This is an optimization exercise on Yosys and OpenROAD, whose aim is small area, a short achievable clock period and few clock cycles per item, not a production implementation.

==> v18 <==
Design modular_exponentiation, start of the top module:
module modular_exponentiation (
    input  wire logic                  clk,
    input  wire logic                  rst_n,
    input  wire logic                  in_valid,
    output logic                       in_ready,
    input  wire mexp_pkg::word_t       message,
    output logic                       out_valid,
    input  wire logic                  out_ready,
    output mexp_pkg::word_t            power_result,
    input  wire logic                  cfg_valid,
    output logic                       cfg_ready,
    input  wire mexp_pkg::cfg_index_t  cfg_index,
    input  wire mexp_pkg::word_t       cfg_data
);
    mexp_pkg::word_t      modulus_reg;
    mexp_pkg::cnt_t       mshift_reg;
    mexp_pkg::word_t      exponent_reg;
    mexp_pkg::word_t      base_reg;
    mexp_pkg::word_t      acc_reg;
    logic                 acc_one_reg;
    mexp_pkg::sword_t     sqa_reg;
    mexp_pkg::sword_t     sqb_reg;
    mexp_pkg::est_t       sqr_reg;
    logic [2:0]           sqq_reg;
    mexp_pkg::sword_t     mla_reg;
    mexp_pkg::sword_t     mlb_reg;
    mexp_pkg::est_t       mlr_reg;
    logic [2:0]           mlq_reg;
    logic                 sq_bit_reg;
    logic                 sq_nbit_reg;
    logic                 ml_bit_reg;
    logic                 ml_nbit_reg;
    mexp_pkg::sword_t     cv_reg;
    mexp_pkg::sword_t     cva;
    mexp_pkg::sword_t     cvb;
    logic                 busy;
    logic                 special;
    logic                 load;
    logic                 load_special;
    logic                 rstep;
    logic                 conv1;
    logic                 conv2;
    logic                 pconv2;
    logic                 conv1_d;
    logic                 conv2_d;
    logic                 pconv1_d;
    logic                 pconv2_d;
    logic                 shift;
    mexp_pkg::cnt_t       bit_idx;
  ...
clock: 6.5 ns
lec_check: 0
cap_margin: 20
core_margin: 2
core_utilization: 65
setup_slack_margin: 3.5
slew_margin: 20
run.sh (not shown) runs the stock make flow with config.mk's settings and CLKGATE_MAP_FILE= SYNTH_SCRIPT=/design/flow/synth_recipe.tcl, a recipe that flattens the netlist after the stock synthesis.
==> v16 (differences from v18) <==
Settings changed: CORE_UTILIZATION 65 to 40, SETUP_SLACK_MARGIN 3.5 to not set.
==> run summary <==
metric                                                                    v18          v16
Result of the run                            no timing/DRC/antenna violations  no timing/DRC/antenna violations
Achievable Freq                                                       264 MHz      207 MHz
Initial antenna violation count                                             0            3
Post-place setup slack                                                2.31 ns      1.97 ns
DRT Pass-1 Iters                                                            6            7
Crit path buffers/inverters                                                 2            3
Placed Cells incl. Taps                                                  3057         3337
Highest net fanout along the worst path                                    11           32
Worst reg-to-reg setup slack                                          2.82 ns      1.66 ns
Met1 track utilization from global routing                              53.7%        31.0%
Fraction of area in multi-input gates                                   56.0%        56.6%
Standard-cell rows                                                         71           90
Area inside the core boundary                                       37400 um2    60500 um2
Fraction of final layout cells sized beyond drive strength 1            24.4%        9.13%
Tapcell count                                                             511          782
Crit share post-route                                                   58.3%        74.4%
Area of the multi-input gates                                       17100 um2    15600 um2
DRT iter0 DRCs                                                           2312         1344
Total met2 wirelength after detailed routing                          38.1 mm      38.5 mm
Non-clk buf share                                                       9.88%        4.51%
Met1 WL                                                               31.0 mm      31.9 mm
Endpoint of the worst hold path                               exponent_reg[8]  acc_one_reg
Source of the worst register-to-register timing path          modulus_reg[27]   sqq_reg[1]
No functional check of the RTL was part of any run of this note.

---

==> trial 95 <==
modular_exponentiation, a different RTL version from the one above (not shown whole).
export LEC_CHECK = 0
export CAP_MARGIN = 20
export CORE_MARGIN = 2
export CORE_UTILIZATION = 60
export SETUP_SLACK_MARGIN = 3.5
export SLEW_MARGIN = 20
create_clock -name core_clock -period 6.5 [get_ports {clk}]
==> inputs of build 18, as changes to trial 95 <==
--- a/flow/design.v
+++ b/flow/design.v
@@ -2,17 +2,17 @@
 package mexp_pkg;
     localparam int WIDTH = 32;
     localparam int CNT_W = $clog2(WIDTH);
     localparam int SW    = WIDTH + 2;
     typedef logic [WIDTH-1:0] word_t;
     typedef logic [SW-1:0]    sword_t;
     typedef logic [CNT_W-1:0] cnt_t;
     typedef logic [1:0]       cfg_index_t;
-    typedef logic [7:0]       est_t;
+    typedef logic [6:0]       est_t;
     localparam cfg_index_t REG_MODULUS  = 2'd0;
     localparam cfg_index_t REG_EXPONENT = 2'd1;
     localparam word_t MODULUS_RESET  = word_t'(3233) << 20;
     localparam cnt_t  MSHIFT_RESET   = cnt_t'(20);
     localparam word_t EXPONENT_RESET = word_t'(17);
     typedef enum logic [3:0] {
         ST_IDLE,
         ST_RSTEP,
@@ -82,27 +82,19 @@
     assign pass_idx     = k_reg;
     assign step_last    = (j_reg == (rstep ? '1 : mshift));
     assign pass_last    = (k_reg == '1);
     always_ff @(posedge clk or negedge rst_n)
     begin
         if (!rst_n)
         begin
             state_reg    <= mexp_pkg::ST_IDLE;
-            conv1_d_reg  <= 1'b0;
-            conv2_d_reg  <= 1'b0;
-            pconv1_d_reg <= 1'b0;
-            pconv2_d_reg <= 1'b0;
         end
         else
         begin
-            conv1_d_reg  <= conv1;
-            conv2_d_reg  <= conv2;
-            pconv1_d_reg <= pconv1;
-            pconv2_d_reg <= pconv2;
             unique case (state_reg)
                 mexp_pkg::ST_IDLE:
                 begin
                     if (accept)
                     begin
                         state_reg <= special ? mexp_pkg::ST_DONE : mexp_pkg::ST_RSTEP;
                     end
                 end
@@ -158,16 +150,20 @@
                 begin
                     state_reg <= mexp_pkg::ST_IDLE;
                 end
             endcase
         end
     end
     always_ff @(posedge clk)
     begin
+        conv1_d_reg  <= conv1;
+        conv2_d_reg  <= conv2;
+        pconv1_d_reg <= pconv1;
+        pconv2_d_reg <= pconv2;
         if (load)
         begin
             j_reg <= mshift;
         end
         else if (conv2)
         begin
             j_reg <= '1;
         end
@@ -194,16 +190,17 @@
 module mexp_csstep (
     input  wire mexp_pkg::sword_t     sa,
     input  wire mexp_pkg::sword_t     sb,
     input  wire mexp_pkg::est_t       rt,
     input  wire logic                 a,
     input  wire logic                 an,
     input  wire mexp_pkg::word_t      b,
     input  wire mexp_pkg::word_t      n,
+    input  wire logic [5:0]           nq,
     input  wire logic [2:0]           ge,
     output mexp_pkg::sword_t          sa_next,
     output mexp_pkg::sword_t          sb_next,
     output mexp_pkg::est_t            rt_next,
     output logic [2:0]                ge_next
 );
     logic [34:0]        p;
     logic [34:0]        r;
@@ -228,61 +225,61 @@
     assign x = p ^ r ^ t;
     assign y = {((p[33:0] & r[33:0]) | (p[33:0] & t[33:0]) | (r[33:0] & t[33:0])), 1'b0};
     always_comb
     begin
         if (ge[2])
         begin
             v   = ~{2'b00, n, 1'b0};
             cin = 1'b1;
-            t4  = ~{1'b0, n[31:25]};
+            t4  = ~{1'b0, nq[5:0]};
         end
         else if (ge[1])
         begin
             v   = ~{3'b000, n};
             cin = 1'b1;
-            t4  = ~{2'b00, n[31:26]};
+            t4  = ~{2'b00, nq[5:1]};
         end
         else if (ge[0])
         begin
             v   = '0;
             cin = 1'b0;
-            t4  = 8'd0;
+            t4  = 7'd0;
         end
         else
         begin
             v   = {3'b000, n};
             cin = 1'b0;
-            t4  = {2'b00, n[31:26]};
+            t4  = {2'b00, nq[5:1]};
         end
     end
     assign s2 = x ^ y ^ v;
     assign c2 = (x & y) | (x & v) | (y & v);
     assign sa_next = s2[mexp_pkg::SW-1:0];
     assign sb_next = {c2[mexp_pkg::SW-2:0], cin};
-    assign rt_next = sa_next[32:25] + sb_next[32:25] + 8'd6;
-    assign t3a = a  ? {2'b00, b[31:26]} : 8'd0;
-    assign t3b = an ? {3'b000, b[31:27]} : 8'd0;
+    assign rt_next = sa_next[32:26] + sb_next[32:26] + 7'd6;
+    assign t3a = a  ? {2'b00, b[31:27]} : 7'd0;
+    assign t3b = an ? {3'b000, b[31:28]} : 7'd0;
     assign es  = rt ^ t3a ^ t3b;
-    assign ec  = {((rt[6:0] & t3a[6:0]) | (rt[6:0] & t3b[6:0]) | (t3a[6:0] & t3b[6:0])), 1'b0};
+    assign ec  = {((rt[5:0] & t3a[5:0]) | (rt[5:0] & t3b[5:0]) | (t3a[5:0] & t3b[5:0])), 1'b0};
     assign ds  = es ^ ec ^ t4;
-    assign dc  = {((es[6:0] & ec[6:0]) | (es[6:0] & t4[6:0]) | (ec[6:0] & t4[6:0])), 1'b0};
+    assign dc  = {((es[5:0] & ec[5:0]) | (es[5:0] & t4[5:0]) | (ec[5:0] & t4[5:0])), 1'b0};
     assign d0  = ds + dc;
-    assign ge_next[0] = !d0[7];
-    assign ge_next[1] = !sum3_sign(ds, dc, ~{3'b000, n[31:27]});
-    assign ge_next[2] = !sum3_sign(ds, dc, ~{2'b00, n[31:27], 1'b0});
+    assign ge_next[0] = !d0[6];
+    assign ge_next[1] = !sum3_sign(ds, dc, ~{3'b000, nq[5:2]});
+    assign ge_next[2] = !sum3_sign(ds, dc, ~{2'b00, nq[5:2], 1'b0});
     function automatic logic sum3_sign(input mexp_pkg::est_t u, input mexp_pkg::est_t v3,
                                        input mexp_pkg::est_t w);
         mexp_pkg::est_t hs;
         mexp_pkg::est_t hc;
         mexp_pkg::est_t d;
         hs = u ^ v3 ^ w;
-        hc = {((u[6:0] & v3[6:0]) | (u[6:0] & w[6:0]) | (v3[6:0] & w[6:0])), 1'b1};
+        hc = {((u[5:0] & v3[5:0]) | (u[5:0] & w[5:0]) | (v3[5:0] & w[5:0])), 1'b1};
         d  = hs + hc;
-        sum3_sign = d[7];
+        sum3_sign = d[6];
     endfunction
 endmodule
 module mexp_csfix (
     input  wire mexp_pkg::sword_t c,
     input  wire mexp_pkg::word_t  n,
     output mexp_pkg::word_t       res
 );
     mexp_pkg::sword_t c1;
@@ -322,32 +319,36 @@
     logic                 sq_bit_reg;
     logic                 sq_nbit_reg;
     logic                 ml_bit_reg;
     logic                 ml_nbit_reg;
     mexp_pkg::sword_t     cv_reg;
     mexp_pkg::sword_t     cva;
     mexp_pkg::sword_t     cvb;
     logic                 busy;
+    logic                 hold;
+    logic [5:0]           nq_reg;
+    logic                 nq_ok_reg;
     logic                 special;
     logic                 load;
     logic                 rstep;
     logic                 conv1;
     logic                 conv2;
     logic                 pconv2;
     logic                 conv1_d;
     logic                 conv2_d;
     logic                 pconv1_d;
     logic                 pconv2_d;
     logic                 shift;
     mexp_pkg::cnt_t       bit_idx;
     mexp_pkg::cnt_t       pass_idx;
     mexp_pkg::cnt_t       next_idx;
     mexp_pkg::cnt_t       next2_idx;
     logic                 exp_bit;
+    logic                 exp_bit_reg;
     logic                 copy;
     logic                 take;
     mexp_pkg::sword_t     sqa_next;
     mexp_pkg::sword_t     sqb_next;
     mexp_pkg::est_t       sqr_next;
     logic [2:0]           sqq_next;
     mexp_pkg::sword_t     mla_next;
     mexp_pkg::sword_t     mlb_next;
@@ -378,65 +379,83 @@
             end
             if (cfg_valid && (cfg_index == mexp_pkg::REG_EXPONENT))
             begin
                 exponent_reg <= cfg_data;
             end
         end
     end
     assign busy    = !modulus_reg[mexp_pkg::WIDTH-1] && (modulus_reg != '0);
+    always_ff @(posedge clk or negedge rst_n)
+    begin
+        if (!rst_n)
+        begin
+            nq_ok_reg <= 1'b0;
+        end
+        else
+        begin
+            nq_ok_reg <= !busy && !(cfg_valid && (cfg_index == mexp_pkg::REG_MODULUS));
+        end
+    end
+    always_ff @(posedge clk)
+    begin
+        nq_reg <= modulus_reg[31:26];
+    end
+    assign hold    = busy || !nq_ok_reg;
     assign special = (modulus_reg == '0) || (exponent_reg == '0);
     mexp_ctrl u_ctrl (
         .clk          (clk),
         .rst_n        (rst_n),
         .in_valid     (in_valid),
         .in_ready     (in_ready),
         .out_valid    (out_valid),
         .out_ready    (out_ready),
-        .busy         (busy),
+        .busy         (hold),
         .special      (special),
         .mshift       (mshift_reg),
         .load         (load),
         .rstep        (rstep),
         .conv1        (conv1),
         .conv2        (conv2),
         .pconv2       (pconv2),
         .conv1_d      (conv1_d),
         .conv2_d      (conv2_d),
         .pconv1_d     (pconv1_d),
         .pconv2_d     (pconv2_d),
         .shift        (shift),
         .bit_idx      (bit_idx),
         .pass_idx     (pass_idx)
     );
-    assign exp_bit   = exponent_reg[pass_idx];
+    assign exp_bit   = exp_bit_reg;
     assign next_idx  = bit_idx - 1'b1;
     assign next2_idx = bit_idx - 2'd2;
     mexp_csstep u_sq (
         .sa      (sqa_reg),
         .sb      (sqb_reg),
         .rt      (sqr_reg),
         .a       (sq_bit_reg),
         .an      (sq_nbit_reg),
         .b       (base_reg),
         .n       (modulus_reg),
+        .nq      (nq_reg),
         .ge      (sqq_reg),
         .sa_next (sqa_next),
         .sb_next (sqb_next),
         .rt_next (sqr_next),
         .ge_next (sqq_next)
     );
     mexp_csstep u_ml (
         .sa      (mla_reg),
         .sb      (mlb_reg),
         .rt      (mlr_reg),
         .a       (ml_bit_reg),
         .an      (ml_nbit_reg),
         .b       (base_reg),
         .n       (modulus_reg),
+        .nq      (nq_reg),
         .ge      (mlq_reg),
         .sa_next (mla_next),
         .sb_next (mlb_next),
         .rt_next (mlr_next),
         .ge_next (mlq_next)
     );
     assign cva = pconv1_d ? mla_reg : sqa_reg;
     assign cvb = pconv1_d ? mlb_reg : sqb_reg;
@@ -445,43 +464,44 @@
         .n   (modulus_reg),
         .res (cv_res)
     );
     assign copy    = pconv2 && exp_bit && acc_one_reg;
     assign take    = pconv2_d && exp_bit && !acc_one_reg;
     assign acc_new = take ? cv_res : acc_reg;
     always_ff @(posedge clk)
     begin
+        exp_bit_reg <= exponent_reg[pass_idx];
         cv_reg <= cva + cvb;
         if (load)
         begin
             sqa_reg <= mexp_pkg::sword_t'(message[mexp_pkg::WIDTH-1:2]);
             sqb_reg <= '0;
-            sqr_reg <= {3'b000, message[mexp_pkg::WIDTH-1:27]} + 8'd6;
+            sqr_reg <= {3'b000, message[mexp_pkg::WIDTH-1:28]} + 7'd6;
             sqq_reg <= 3'b001;
         end
         else if (conv1 || conv2)
         begin
             sqa_reg <= '0;
             sqb_reg <= '0;
-            sqr_reg <= 8'd6;
+            sqr_reg <= 7'd6;
             sqq_reg <= 3'b001;
         end
         else
         begin
             sqa_reg <= sqa_next;
             sqb_reg <= sqb_next;
             sqr_reg <= sqr_next;
             sqq_reg <= sqq_next;
         end
         if (conv1_d || conv2_d)
         begin
             mla_reg <= '0;
             mlb_reg <= '0;
-            mlr_reg <= 8'd6;
+            mlr_reg <= 7'd6;
             mlq_reg <= 3'b001;
         end
         else
         begin
             mla_reg <= mla_next;
             mlb_reg <= mlb_next;
             mlr_reg <= mlr_next;
             mlq_reg <= mlq_next;
==> flow/config.mk (replaced) <==
export PLATFORM = sky130hd
export DESIGN_NAME = modular_exponentiation
export DESIGN_NICKNAME = modular_exponentiation
export VERILOG_FILES = /design/flow/design.v
export SDC_FILE = /design/flow/constraint.sdc
export NUM_CORES = 4
export LEC_CHECK = 0
export ABC_AREA = 1
export CAP_MARGIN = 20
export CORE_MARGIN = 2
export CORE_UTILIZATION = 60
export SETUP_SLACK_MARGIN = 3.0
export SLEW_MARGIN = 20
==> run summary <==
Outcome: build 18 finished clean; trial 95 finished clean
Critical path's largest stage delay: build 18 0.53 ns; trial 95 0.66 ns
Reg-to-reg endpoint: build 18 sqr_reg[6]$_SDFF_PP0_; trial 95 mlq_reg[2]$_SDFF_PP0_
Share of final layout cell area taken by non-clock buffers: build 18 0.0564; trial 95 0.0840
Last weighted congestion value of the routability-driven placer: build 18 1.01; trial 95 0.985
Global-route met2 utilization: build 18 0.646; trial 95 0.539
Synthesized instance count: build 18 3355; trial 95 2591
Final Instance Area: build 18 29000 sq um; trial 95 29700 sq um
Multi-input combinational cell count: build 18 2293; trial 95 1904
XOR/XNOR Fraction of Synth Area: build 18 0.0281; trial 95 0.0407
Register bit total from synthesis: build 18 353; trial 95 347
Headroom to the max-slew limit: build 18 0.171; trial 95 0.269
Total routed wirelength: build 18 91.6 mm; trial 95 79.6 mm
Die width: build 18 210 um; trial 95 206 um
Die ar.: build 18 44300 sq um; trial 95 42600 sq um
Core footprint: build 18 42000 sq um; trial 95 40600 sq um
Worst Slack Setup Final: build 18 3.03 ns; trial 95 2.74 ns
Detailed-route vias per instance: build 18 6.02; trial 95 6.20
WL met1: build 18 35.3 mm; trial 95 34.6 mm
Area fraction in and, or, nand and nor cells after synthesis: build 18 0.179; trial 95 0.134
No functional check of the RTL was part of any run of this note.

-- re-timing with driven ports --
How much do the figures lean on ideal ports? The routed layouts below were timed once more, with nothing changed but the port constraints. Step 1 (the two cells are an assumption about what drives the block):
set clk [get_ports {clk}]
set_driving_cell -lib_cell sky130_fd_sc_hd__clkbuf_16 $clk
set_driving_cell -lib_cell sky130_fd_sc_hd__buf_2 [delete_from_list [all_inputs] $clk]
Step 2 also shifts input and output timing later by t, the mid clock arrival at the registers, as if the neighbouring blocks saw the same clock. Slacks: no drivers / after step 1 / after step 2; pairs: no drivers / after step 1.
run	shift t [ns]	setup slack, ns	worst register clock-pin slew, ns	worst data-port slew with drivers (ns)
v18	0.622	2.711 / 2.658 / 2.824	0.07 / 0.07	0.06
v16	0.633	1.665 / 1.665 / 1.665	0.06 / 0.06	0.05
trial 95	0.617	2.738 / 2.738 / 2.738	0.07 / 0.07	0.06
build 18	0.636	3.031 / 2.969 / 3.040	0.07 / 0.07	0.05
After both steps setup and hold are still met in every run listed.
